This design comes from an exercise in tuning for small area and a short achievable clock period on the open sky130 flow, not from production work.
At most, simulation tests tie the RTL to the original design; equivalence was not proved.
No driver is modelled on the clock port, so clock power and skew are understated where the tree is cut down; a real chip needs a root buffer or a tree.
Power figures rest on the tool's default switching activity, not on a simulated workload.

==> flow/design.v (excerpt) <==
module sobel_filter #(
    parameter int IMG_WIDTH  = 128,
    parameter int IMG_HEIGHT = 128
) (
    input  logic       clk,
    input  logic       rst,
    input  logic [7:0] pixel_data,
    output logic [7:0] edge_pixel,
    output logic       edge_valid
);
==> module sobel_filter, before the edit <==
module sobel_filter #(
    parameter int IMG_WIDTH  = 128,
    parameter int IMG_HEIGHT = 128
) (
    input  logic       clk,
    input  logic       rst,
    input  logic [7:0] pixel_data,
    output logic [7:0] edge_pixel,
    output logic       edge_valid
);
    localparam int W    = IMG_WIDTH;
    localparam int FULL = 2 * IMG_WIDTH + 2;
    localparam int CW   = $clog2(FULL + 1);
    localparam int L    = 2 * W - 1;
    generate
        if (IMG_WIDTH < 8 || IMG_WIDTH > 1024 || IMG_HEIGHT < 1) begin : g_bad_param
            $error("sobel_filter: IMG_WIDTH must be 8..1024 and IMG_HEIGHT positive");
        end
    endgenerate
    logic [7:0] sr [L];
    always_ff @(posedge clk) begin
        sr[0] <= pixel_data;
        for (int k = 1; k < L; k++) sr[k] <= sr[k-1];
    end
    logic [7:0] m2_q, m0_q, t0_q, t1_q, t2_q;
    assign m2_q = sr[W - 4];
    assign m0_q = sr[W - 2];
    assign t2_q = sr[2*W - 4];
    assign t1_q = sr[2*W - 3];
    assign t0_q = sr[2*W - 2];
    logic signed [9:0] q1_a;    
    logic        [8:0] q1_b;    
    logic        [8:0] q1_c;    
    logic signed [9:0] q1_e;    
    always_ff @(posedge clk) begin
        q1_a <= $signed({2'b00, m0_q}) - $signed({2'b00, m2_q});
        q1_b <= {1'b0, t0_q} + {1'b0, t1_q};
        q1_c <= {1'b0, t1_q} + {1'b0, t2_q};
        q1_e <= $signed({2'b00, t0_q}) - $signed({2'b00, t2_q});
    end
    logic        [9:0]  q2_tsum;   
    logic signed [10:0] q2_y;      
    logic signed [10:0] q2_r;      
    logic signed [10:0] q2_qn;     
    always_ff @(posedge clk) begin
        q2_tsum <= {1'b0, q1_b} + {1'b0, q1_c};
        q2_y    <= 11'(q1_e) + (11'(q1_a) <<< 1);
        q2_r    <= $signed({2'b00, q1_c}) - 11'(q1_a);
        q2_qn   <= 11'(q1_a) + $signed({2'b00, q1_b});
    end
    logic [7:0] b0;
    assign b0 = sr[0];
    logic signed [10:0] p_x0;    
    logic signed [11:0] p_y;     
    logic signed [10:0] p_r;     
    logic signed [10:0] p_c1;    
    logic        [6:0]  p_qn;
    always_ff @(posedge clk) begin
        p_x0 <= $signed({1'b0, q2_tsum}) - $signed({3'b000, b0});
        p_y  <= 12'(q2_y) + $signed({4'b0000, b0});
        p_r  <= q2_r - $signed({3'b000, b0});
        if (q2_qn < -11'sd129)     p_c1 <= -11'sd1;
        else if (q2_qn > 11'sd639) p_c1 <= 11'sd767;
        else                       p_c1 <= q2_qn + 11'sd128;
        p_qn <= q2_qn[6:0];
    end
    logic [7:0] b1;
    assign b1 = sr[0];
    logic signed [10:0] t_d_w;
    always_comb t_d_w = p_r - $signed({3'b000, b1});
    logic signed [10:0] t_khi;           
    logic signed [11:0] t_k1;            
    logic        [8:0]  t_k2;            
    logic               t_dflag;
    logic        [6:0]  t_dl, t_sp, t_sn;
    always_ff @(posedge clk) begin
        t_khi   <= p_c1 - $signed({3'b000, b1});
        t_k1    <= 12'(p_x0) - $signed({3'b000, b1, 1'b0});
        if (p_y < 12'sd0)        t_k2 <= 9'd0;
        else if (p_y > 12'sd256) t_k2 <= 9'd256;
        else                     t_k2 <= p_y[8:0];
        t_dflag <= (t_d_w >= 11'sd128) || (t_d_w <= -11'sd128);
        t_dl    <= t_d_w[10] ? 7'(-t_d_w) : t_d_w[6:0];
        t_sp    <= 7'(b1) - p_qn;             
        t_sn    <= 7'd1 + p_qn - 7'(b1);      
    end
    logic [CW-1:0] pix_cnt;
    logic          win_full;
    always_ff @(posedge clk or negedge rst) begin
        if (!rst) begin
            pix_cnt  <= '0;
            win_full <= 1'b0;
        end else begin
            if (pix_cnt != CW'(FULL)) begin
                pix_cnt <= pix_cnt + 1'b1;
            end
            win_full <= (pix_cnt == CW'(FULL));
        end
    end
    logic [7:0] p;
    assign p = sr[0];
    function automatic logic ge10(input logic [7:0] v, input logic signed [10:0] k);
        ge10 = k[10] || (k[9:8] == 2'b00 && v >= k[7:0]);
    endfunction
    function automatic logic ge11(input logic [7:0] v, input logic signed [11:0] k);
        ge11 = k[11] || (k[10:8] == 3'b000 && v >= k[7:0]);
    endfunction
    logic       sat, ge1, ge2, big;
    logic [6:0] vpos, vneg, m7;
    always_comb begin
        sat  = t_dflag || ge10(p, t_khi) || (t_khi[10:9] == 2'b01)
            || (t_khi[10:8] == 3'b001 && t_khi[7:0] >= p);
        ge1  = ge11(p, t_k1);
        ge2  = ({1'b0, p} >= t_k2);
        big  = (ge1 == ge2);
        vpos = p[6:0] + t_sp;
        vneg = ~p[6:0] + t_sn;
        m7   = big ? (ge1 ? vpos : vneg) : t_dl;
    end
    always_ff @(posedge clk or negedge rst) begin
        if (!rst) begin
            edge_pixel <= '0;
            edge_valid <= 1'b0;
        end else begin
            edge_valid <= win_full;
            edge_pixel <= win_full ? (sat ? 8'hFF : {m7, 1'b0}) : 8'h00;
        end
    end
endmodule
make LEC_CHECK=0 ABC_CLOCK_PERIOD_IN_PS=2000 CAP_MARGIN=20 CORE_MARGIN=2 CORE_UTILIZATION=70 CTS_CLUSTER_DIAMETER=80 CTS_CLUSTER_SIZE=25 SETUP_SLACK_MARGIN=3.6 SLEW_MARGIN=20 finish   # period 5.8 ns
run.sh (not shown) runs the stock make flow with config.mk's settings and CLKGATE_MAP_FILE= SYNTH_SCRIPT=/design/flow/synth_recipe.tcl, a recipe that flattens the netlist after the stock synthesis.
==> next run, changes <==
--- a/flow/design.v
+++ b/flow/design.v
@@ -53,37 +53,43 @@
     logic signed [10:0] p_x0;    
     logic signed [11:0] p_y;     
     logic signed [10:0] p_r;     
     logic signed [10:0] p_c1;    
-    logic        [6:0]  p_qn;
     always_ff @(posedge clk) begin
         p_x0 <= $signed({1'b0, q2_tsum}) - $signed({3'b000, b0});
         p_y  <= 12'(q2_y) + $signed({4'b0000, b0});
         p_r  <= q2_r - $signed({3'b000, b0});
         if (q2_qn < -11'sd129)     p_c1 <= -11'sd1;
         else if (q2_qn > 11'sd639) p_c1 <= 11'sd767;
         else                       p_c1 <= q2_qn + 11'sd128;
-        p_qn <= q2_qn[6:0];
     end
     logic [7:0] b1;
     assign b1 = sr[0];
-    logic signed [10:0] t_d_w;
-    always_comb t_d_w = p_r - $signed({3'b000, b1});
+    logic signed [10:0] t_d_w, t_nd_w;
+    always_comb begin
+        t_d_w  = p_r - $signed({3'b000, b1});       
+        t_nd_w = $signed({3'b000, b1}) - p_r;       
+    end
     logic signed [10:0] t_khi;           
     logic signed [11:0] t_k1;            
     logic        [8:0]  t_k2;            
     logic               t_dflag;
-    logic        [6:0]  t_dl, t_sp, t_sn;
+    logic        [6:0]  t_dl;
     always_ff @(posedge clk) begin
         t_khi   <= p_c1 - $signed({3'b000, b1});
         t_k1    <= 12'(p_x0) - $signed({3'b000, b1, 1'b0});
         if (p_y < 12'sd0)        t_k2 <= 9'd0;
         else if (p_y > 12'sd256) t_k2 <= 9'd256;
         else                     t_k2 <= p_y[8:0];
-        t_dflag <= (t_d_w >= 11'sd128) || (t_d_w <= -11'sd128);
-        t_dl    <= t_d_w[10] ? 7'(-t_d_w) : t_d_w[6:0];
-        t_sp    <= 7'(b1) - p_qn;             
-        t_sn    <= 7'd1 + p_qn - 7'(b1);      
+        t_dflag <= (!t_d_w[10] && t_d_w[9:7] != 3'b000) || (!t_nd_w[10] && t_nd_w[9:7] != 3'b000);
+        t_dl    <= t_d_w[10] ? t_nd_w[6:0] : t_d_w[6:0];
+    end
+    logic [6:0] i_sp, i_sn, t_vpos, t_vneg;
+    always_ff @(posedge clk) begin
+        i_sp   <= pixel_data[6:0] - q2_qn[6:0];           
+        i_sn   <= 7'd1 + q2_qn[6:0] - pixel_data[6:0];    
+        t_vpos <= pixel_data[6:0] + i_sp;                 
+        t_vneg <= ~pixel_data[6:0] + i_sn;                
     end
     logic [CW-1:0] pix_cnt;
     logic          win_full;
     always_ff @(posedge clk or negedge rst) begin
@@ -105,18 +111,16 @@
     function automatic logic ge11(input logic [7:0] v, input logic signed [11:0] k);
         ge11 = k[11] || (k[10:8] == 3'b000 && v >= k[7:0]);
     endfunction
     logic       sat, ge1, ge2, big;
-    logic [6:0] vpos, vneg, m7;
+    logic [6:0] m7;
     always_comb begin
         sat  = t_dflag || ge10(p, t_khi) || (t_khi[10:9] == 2'b01)
             || (t_khi[10:8] == 3'b001 && t_khi[7:0] >= p);
         ge1  = ge11(p, t_k1);
         ge2  = ({1'b0, p} >= t_k2);
         big  = (ge1 == ge2);
-        vpos = p[6:0] + t_sp;
-        vneg = ~p[6:0] + t_sn;
-        m7   = big ? (ge1 ? vpos : vneg) : t_dl;
+        m7   = big ? (ge1 ? t_vpos : t_vneg) : t_dl;
     end
     always_ff @(posedge clk or negedge rst) begin
         if (!rst) begin
             edge_pixel <= '0;
Result: Non-clock buffer count stays the same; via count increases by 4.4%; register-to-register slack loses 0.06 ns; die area goes up by 1.1%; utilization decreases by 0.23 points; sequential power stays flat; worst setup slack degrades by 0.057 ns; routed wire length is higher by 16%.
Function not checked in the second run of this note: the RTL went through the layout flow alone.

* * *

## north
The RTL this note starts from:
==> flow/design.v <==
module sobel_filter #(
    parameter int IMG_WIDTH  = 128,
    parameter int IMG_HEIGHT = 128
) (
    input  logic       clk,
    input  logic       rst,
    input  logic [7:0] pixel_data,
    output logic [7:0] edge_pixel,
    output logic       edge_valid
);
    localparam int W    = IMG_WIDTH;
    localparam int FULL = 2 * IMG_WIDTH + 2;
    localparam int CW   = $clog2(FULL + 1);
    localparam int L    = 2 * W - 1;
    generate
        if (IMG_WIDTH < 8 || IMG_WIDTH > 1024 || IMG_HEIGHT < 1) begin : g_bad_param
            $error("sobel_filter: IMG_WIDTH must be 8..1024 and IMG_HEIGHT positive");
        end
    endgenerate
    logic [7:0] sr [L];
    always_ff @(posedge clk) begin
        sr[0] <= pixel_data;
        for (int k = 1; k < L; k++) sr[k] <= sr[k-1];
    end
    logic [7:0] m2_q, m0_q, t0_q, t1_q, t2_q;   
    assign m2_q = sr[W - 4];
    assign m0_q = sr[W - 2];
    assign t2_q = sr[2*W - 4];
    assign t1_q = sr[2*W - 3];
    assign t0_q = sr[2*W - 2];
    logic signed [9:0] q1_a;    
    logic        [8:0] q1_b;    
    logic        [8:0] q1_c;    
    logic        [9:0] q1_g;    
    logic        [9:0] q1_h;    
    always_ff @(posedge clk) begin
        q1_a <= $signed({2'b00, m0_q}) - $signed({2'b00, m2_q});
        q1_b <= q1_c;    
        q1_c <= {1'b0, t1_q} + {1'b0, t2_q};
        q1_g <= {2'b00, t0_q} + {1'b0, m0_q, 1'b0};
        q1_h <= {2'b00, t2_q} + {1'b0, m2_q, 1'b0};
    end
    logic        [9:0]  q2_tsum;   
    logic signed [10:0] q2_y;      
    logic signed [10:0] q2_r;      
    logic signed [10:0] q2_qn;     
    always_ff @(posedge clk) begin
        q2_tsum <= {1'b0, q1_b} + {1'b0, q1_c};
        q2_y    <= $signed({1'b0, q1_g}) - $signed({1'b0, q1_h});
        q2_r    <= $signed({2'b00, q1_c}) - 11'(q1_a);
        q2_qn   <= 11'(q1_a) + $signed({2'b00, q1_b});
    end
    logic [7:0] b0;
    assign b0 = sr[0];
    logic signed [10:0] p_x0;    
    logic signed [11:0] p_y;     
    logic signed [10:0] p_r;     
    logic signed [10:0] p_c1;    
    always_ff @(posedge clk) begin
        p_x0 <= $signed({1'b0, q2_tsum}) - $signed({3'b000, b0});
        p_y  <= 12'(q2_y) + $signed({4'b0000, b0});
        p_r  <= q2_r - $signed({3'b000, b0});
        if (q2_qn < -11'sd129)     p_c1 <= -11'sd1;
        else if (q2_qn > 11'sd639) p_c1 <= 11'sd767;
        else                       p_c1 <= q2_qn + 11'sd128;
    end
    logic [7:0] b1;
    assign b1 = sr[0];
    logic signed [10:0] t_khi;           
    logic signed [11:0] t_k1;            
    logic        [8:0]  t_k2;            
    logic signed [10:0] t_d;             
    logic        [6:0]  t_nd;            
    always_ff @(posedge clk) begin
        t_khi   <= p_c1 - $signed({3'b000, b1});
        t_k1    <= 12'(p_x0) - $signed({3'b000, b1, 1'b0});
        if (p_y < 12'sd0)        t_k2 <= 9'd0;
        else if (p_y > 12'sd256) t_k2 <= 9'd256;
        else                     t_k2 <= p_y[8:0];
        t_d     <= p_r - $signed({3'b000, b1});
        t_nd    <= b1[6:0] - p_r[6:0];
    end
    logic [6:0] i_sp, i_sn, t_vpos, t_vneg;
    always_ff @(posedge clk) begin
        i_sp   <= pixel_data[6:0] - q2_qn[6:0];           
        i_sn   <= 7'd1 + q2_qn[6:0] - pixel_data[6:0];    
        t_vpos <= pixel_data[6:0] + i_sp;                 
        t_vneg <= ~pixel_data[6:0] + i_sn;                
    end
    logic [CW-1:0] pix_cnt;
    logic          win_full;
    always_ff @(posedge clk or negedge rst) begin
        if (!rst) begin
            pix_cnt  <= '0;
            win_full <= 1'b0;
        end else begin
            if (pix_cnt != CW'(FULL)) begin
                pix_cnt <= pix_cnt + 1'b1;
            end
            win_full <= (pix_cnt == CW'(FULL));
        end
    end
    logic [7:0] p;
    assign p = sr[0];
    function automatic logic ge10(input logic [7:0] v, input logic signed [10:0] k);
        ge10 = k[10] || (k[9:8] == 2'b00 && v >= k[7:0]);
    endfunction
    function automatic logic ge11(input logic [7:0] v, input logic signed [11:0] k);
        ge11 = k[11] || (k[10:8] == 3'b000 && v >= k[7:0]);
    endfunction
    logic       sat, ge1, ge2, big, dflag;
    logic [6:0] m7, dl;
    always_comb begin
        dflag = (!t_d[10] && t_d[9:7] != 3'b000)
             || (t_d[10] && (t_d[9:7] != 3'b111 || t_d[6:0] == 7'd0));
        dl    = t_d[10] ? t_nd : t_d[6:0];                   
        sat  = dflag || ge10(p, t_khi) || (t_khi[10:9] == 2'b01)
            || (t_khi[10:8] == 3'b001 && t_khi[7:0] >= p);
        ge1  = ge11(p, t_k1);
        ge2  = ({1'b0, p} >= t_k2);
        big  = (ge1 == ge2);
        m7   = big ? (ge1 ? t_vpos : t_vneg) : dl;
    end
    always_ff @(posedge clk or negedge rst) begin
        if (!rst) begin
            edge_pixel <= '0;
            edge_valid <= 1'b0;
        end else begin
            edge_valid <= win_full;
            edge_pixel <= win_full ? (sat ? 8'hFF : {m7, 1'b0}) : 8'h00;
        end
    end
endmodule
==> flow/config.mk <==
export PLATFORM = sky130hd
export DESIGN_NAME = sobel_filter
export DESIGN_NICKNAME = sobel_filter
export VERILOG_FILES = /design/flow/design.v
export SDC_FILE = /design/flow/constraint.sdc
export NUM_CORES = 4
export LEC_CHECK = 0
export ABC_CLOCK_PERIOD_IN_PS = 2000
export CAP_MARGIN = 20
export CORE_MARGIN = 2
export CORE_UTILIZATION = 70
export SETUP_SLACK_MARGIN = 3.6
export SLEW_MARGIN = 20
==> flow/constraint.sdc <==
create_clock -name core_clock -period 5.8 [get_ports {clk}]
set_input_delay 1.1600 -clock core_clock [delete_from_list [all_inputs] [get_ports {clk}]]
set_output_delay 1.1600 -clock core_clock [all_outputs]
set_load 0.01 [all_outputs]
standard.sh (not shown) runs the stock make flow with config.mk's settings and CLKGATE_MAP_FILE= SYNTH_SCRIPT=/design/flow/synth_recipe.tcl, a recipe that flattens the netlist after the stock synthesis.
==> flow/flow/run.sh <==
#!/bin/bash
# The standard layout, with the clock tree built by flow/cts_hook.tcl and
# regrouped after global placement repairs by flow/grt_hook.tcl.
set -euo pipefail
export PRE_CTS_TCL="$PWD/flow/cts_hook.tcl"
export POST_GLOBAL_ROUTE_TCL="$PWD/flow/grt_hook.tcl"
bash standard.sh finish > make_finish.log 2>&1
Other scripts of this flow, unchanged in this note and not shown: flow/flow/cts_hook.tcl, flow/flow/grt_hook.tcl, flow/flow/mytree.tcl
Input changes introduced in south (baseline for comparison: north):
-- flow/design.v --
<<< north, line 32
    logic        [8:0] q1_b;    
    logic        [8:0] q1_c;    
    logic        [9:0] q1_g;    
    logic        [9:0] q1_h;    
    always_ff @(posedge clk) begin
        q1_a <= $signed({2'b00, m0_q}) - $signed({2'b00, m2_q});
        q1_b <= q1_c;    
        q1_c <= {1'b0, t1_q} + {1'b0, t2_q};
        q1_g <= {2'b00, t0_q} + {1'b0, m0_q, 1'b0};
        q1_h <= {2'b00, t2_q} + {1'b0, m2_q, 1'b0};
    end
    logic        [9:0]  q2_tsum;   
>>> south, line 32
    logic        [8:0] q1_b;    
    logic        [8:0] q1_c;    
    logic signed [9:0] q1_e;    
    always_ff @(posedge clk) begin
        q1_a <= $signed({2'b00, m0_q}) - $signed({2'b00, m2_q});
        q1_b <= q1_c;    
        q1_c <= {1'b0, t1_q} + {1'b0, t2_q};
        q1_e <= $signed({2'b00, t0_q}) - $signed({2'b00, t2_q});
    end
    logic        [9:0]  q2_tsum;   
<<< north, line 47
    always_ff @(posedge clk) begin
        q2_tsum <= {1'b0, q1_b} + {1'b0, q1_c};
        q2_y    <= $signed({1'b0, q1_g}) - $signed({1'b0, q1_h});
        q2_r    <= $signed({2'b00, q1_c}) - 11'(q1_a);
        q2_qn   <= 11'(q1_a) + $signed({2'b00, q1_b});
>>> south, line 45
    always_ff @(posedge clk) begin
        q2_tsum <= {1'b0, q1_b} + {1'b0, q1_c};
        q2_y    <= 11'(q1_e) + (11'(q1_a) <<< 1);
        q2_r    <= $signed({2'b00, q1_c}) - 11'(q1_a);
        q2_qn   <= 11'(q1_a) + $signed({2'b00, q1_b});
Notes after the runs:
north finished every stage and its layout cleared the timing, design-rule and antenna checks. south finished every step from synthesis to the final layout, and the layout passed the timing, design-rule and antenna checks. Part of the cycle the worst path needs: south vs north down 2.7 points. Reported combinational group power of south falls short of that of north by a few percent. The higher wire length of the first global-routing pass came out of north. Clock network fraction of total power delta (south -> north): insignificant. Of south and north, the higher synthesized instance count belongs to north.
No functional check of the RTL was part of north. In every run of this note, the design's own scripts or RTL, not TritonCTS, make the clock network.

-- afterwards: timing with drivers on the ports --
How much do the figures lean on ideal ports? The routed layouts below were timed once more, with nothing changed but the port constraints.
Step 1 (the two cells are an assumption about what drives the block):
set clk [get_ports {clk}]
set_driving_cell -lib_cell sky130_fd_sc_hd__clkbuf_16 $clk
set_driving_cell -lib_cell sky130_fd_sc_hd__buf_2 [delete_from_list [all_inputs] $clk]
Step 2 also shifts input and output timing later by t, the mid clock arrival at the registers, as if the neighbouring blocks saw the same clock.
Three values: ideal ports, drivers, drivers and shift; two values: the first two.
run	shift t [ns]	slack for setup (ns)	worst setup path after step 2	latest minus earliest clock arrival (ns)	worst data-port slew with drivers (ns)
the first run of note 1	0.740	3.317 / 3.317 / 3.317	register to register	0.054 / 0.054	0.13
the second run of note 1	0.764	3.260 / 3.260 / 2.987	input to register	0.073 / 0.073	0.05
north	0.708	3.291 / 3.291 / 3.087	input to register	0.077 / 0.078	0.04
south	0.676	3.450 / 3.417 / 3.103	input to register	0.079 / 0.078	0.04
After both steps setup and hold are still met in every run listed. For south, which loses most, drivers alone change the setup slack by -0.033 ns; drivers and shift together by -0.347 ns.
